What follows belongs to an exercise in optimizing a design on an open flow for small area, a short achievable clock period and few clock cycles per item; a production flow would make more cautious choices. The RTL was checked by simulation tests, not by an equivalence proof against the original design.

==> flow/design.v (excerpt) <==
module date_difference_days_top #(
  parameter int unsigned YEAR_MAX = 9999
) (
  input  logic                      clk_i,
  input  logic                      rst_ni,
  input  logic                      valid_i,
  output logic                      stall_o,
  input  logic [dd_pkg::DAY_W-1:0]   first_day_i,
  input  logic [dd_pkg::MONTH_W-1:0] first_month_i,
  input  logic [dd_pkg::YEAR_W-1:0]  first_year_i,
  input  logic [dd_pkg::DAY_W-1:0]   second_day_i,
  input  logic [dd_pkg::MONTH_W-1:0] second_month_i,
  input  logic [dd_pkg::YEAR_W-1:0]  second_year_i,
  output logic                      valid_o,
  input  logic                      stall_i,
  output logic [dd_pkg::DIFF_W-1:0]  day_difference_o
);
Size: about 100 flip-flops, ~75 I/O pins.
export LEC_CHECK = 0
export CAP_MARGIN = 20
export CORE_MARGIN = 2
export CORE_UTILIZATION = 70
export CTS_BUF_LIST = sky130_fd_sc_hd__clkbuf_8
export GPL_ROUTABILITY_DRIVEN = 0
export GPL_TIMING_DRIVEN = 0
export SETUP_SLACK_MARGIN = 1.5
export SLEW_MARGIN = 20
export SYNTH_HIERARCHICAL = 1
export SYNTH_MINIMUM_KEEP_SIZE = 0
create_clock -name core_clock -period 5.5 [get_ports {clk_i}]
standard.sh (not shown) runs the stock make flow with config.mk's settings and CLKGATE_MAP_FILE= SYNTH_SCRIPT=/design/flow/synth_recipe.tcl, a recipe that flattens the netlist after the stock synthesis.
==> flow/flow/run.sh <==
#!/bin/bash
# Standard layout, with the port buffers made of sky130_fd_sc_hd__buf_2 cells instead of the
# buffer_ports default. All output goes to flow.log in the work folder.
set -o pipefail
export BUFFER_PORTS_ARGS="-buffer_cell sky130_fd_sc_hd__buf_2"
bash standard.sh > flow.log 2>&1
The baseline passed the timing, DRC and antenna checks.
Testbench counts at the start, summed over its fixed seeds: cycles 12,016, items 12,000.
Change:
- CORE_UTILIZATION: 70 -> 80
- CTS_BUF_LIST: sky130_fd_sc_hd__clkbuf_8 -> not set
The new run completed with no timing, DRC or antenna violations.
Global-route usage rises by 7.6 points.
Design area goes up by 0.50%.
Worst setup slack got worse by 0.19 ns.
Die area decreases by 12%.
Worst hold slack is worse by 0.010 ns.
Synthesized area is unchanged.
Routed wire length increases by 17%.
Change:
- CORE_UTILIZATION: 80 -> 70
- CTS_BUF_LIST: not set -> sky130_fd_sc_hd__clkbuf_8
- SETUP_SLACK_MARGIN: 1.5 -> 1.7
Design area goes up by 3.0%.
Setup slack is better by 0.13 ns.
Global-route usage goes down by 7.7 points.
Flip-flop and latch count is unchanged.
Synthesized area does not change.
Clock-buffer cell count goes down by 1.
Sequential share of layout area goes down by 0.75 points.
Non-clock buffer count goes up by 23.
Register-to-register slack is better by 0.13 ns.

---

## JK
Starting RTL as in the previous note.
// date_difference_days_top
module date_difference_days_top #(
  parameter int unsigned YEAR_MAX = 9999
) (
  input  logic                      clk_i,
  input  logic                      rst_ni,
  input  logic                      valid_i,
  output logic                      stall_o,
  input  logic [dd_pkg::DAY_W-1:0]   first_day_i,
  input  logic [dd_pkg::MONTH_W-1:0] first_month_i,
  input  logic [dd_pkg::YEAR_W-1:0]  first_year_i,
  input  logic [dd_pkg::DAY_W-1:0]   second_day_i,
  input  logic [dd_pkg::MONTH_W-1:0] second_month_i,
  input  logic [dd_pkg::YEAR_W-1:0]  second_year_i,
  output logic                      valid_o,
  input  logic                      stall_i,
  output logic [dd_pkg::DIFF_W-1:0]  day_difference_o
);
clock: 5.5 ns
lec_check: 0
cap_margin: 20
core_margin: 2
core_utilization: 70
gpl_routability_driven: 0
gpl_timing_driven: 0
setup_slack_margin: 1.5
slew_margin: 20
synth_hierarchical: 1
synth_minimum_keep_size: 0
Scripts as last shown in full above: flow/flow/run.sh
JK: PASS, flow complete, no timing, DRC or antenna violations
Testbench counts of JK, summed over its fixed seeds: cycles 12,016, items 12,000.
For MS, these inputs were changed with respect to JK:
- SETUP_SLACK_MARGIN changed from 1.5 to 1.6
- CTS_BUF_LIST newly set to sky130_fd_sc_hd__clkbuf_8
Results
MS: full flow OK, the timing, DRC and antenna checks passed. JK has a lower required time of the critical path than MS. Re pin slew with the least headroom to its limit: MS is 0.0099 ns down on JK. MS vs. JK: number of standard cells in the layout, taps in and fillers out now sits higher; share of the core filled with cells in the final layout flat; first-pass GRT wire length lower. Compared with JK, in MS final worst setup slack went up by 0.043 ns, met1 wire length was more or less identical.
Relative to MS, the following input files were edited for AL:
- changing SETUP_SLACK_MARGIN from 1.6 to 1.5
- setting CTS_CLUSTER_DIAMETER to 100 for the first time
- setting CTS_CLUSTER_SIZE to 30 for the first time
==> results.txt <==
MS -> AL: number of placed instances, taps included delta 0, exact match. Re layout net count: AL is 10 down on MS. Global-route wire length before repair: AL vs MS — no meaningful difference. Going from MS to AL, multi-input combinational area share increased by 0.37 points relative to the old numbers, fmax closely matched the old numbers, final instance area decreased by 170 um^2 relative to the old numbers, wire length decreased by 1.9% relative to the old numbers.

[separate check: timing with driven ports]
Ports are ideal in the flow. The routed layouts listed here were re-timed in OpenROAD.
Step 1, drivers: a clkbuf_16 drives clk_i and a buf_2 each remaining input, both assumed.
Step 2 adds t to the input delays and takes it off the output delays; t is the mean of the earliest and latest rising clock arrival at the registers after step 1. Input paths then give back, and output paths get back, about the clock's delay inside the block.
Slacks: ideal / step 1 / step 2; pairs: ideal / step 1.
run	t (ns)	setup slack, ns	hold slack, ns	worst setup path at the end	worst slew at a driven data input, ns
the first run of note 1	0.421	1.587 / 1.558 / 1.186	0.491 / 0.491 / 0.491	input to register	0.04
the second run of note 1	0.393	1.396 / 1.420 / 1.028	0.481 / 0.481 / 0.481	input to register	0.04
the third run of note 1	0.418	1.523 / 1.495 / 1.076	0.495 / 0.495 / 0.495	input to register	0.06
JK	0.391	1.544 / 1.543 / 1.152	0.485 / 0.485 / 0.485	input to register	0.06
MS	0.421	1.587 / 1.568 / 1.158	0.497 / 0.494 / 0.497	input to register	0.06
AL	0.421	1.587 / 1.558 / 1.186	0.491 / 0.491 / 0.491	input to register	0.04
After both steps every run listed still meets setup and hold. For the third run of note 1, which loses most, drivers alone change the setup slack by -0.028 ns; drivers and shift together by -0.447 ns.
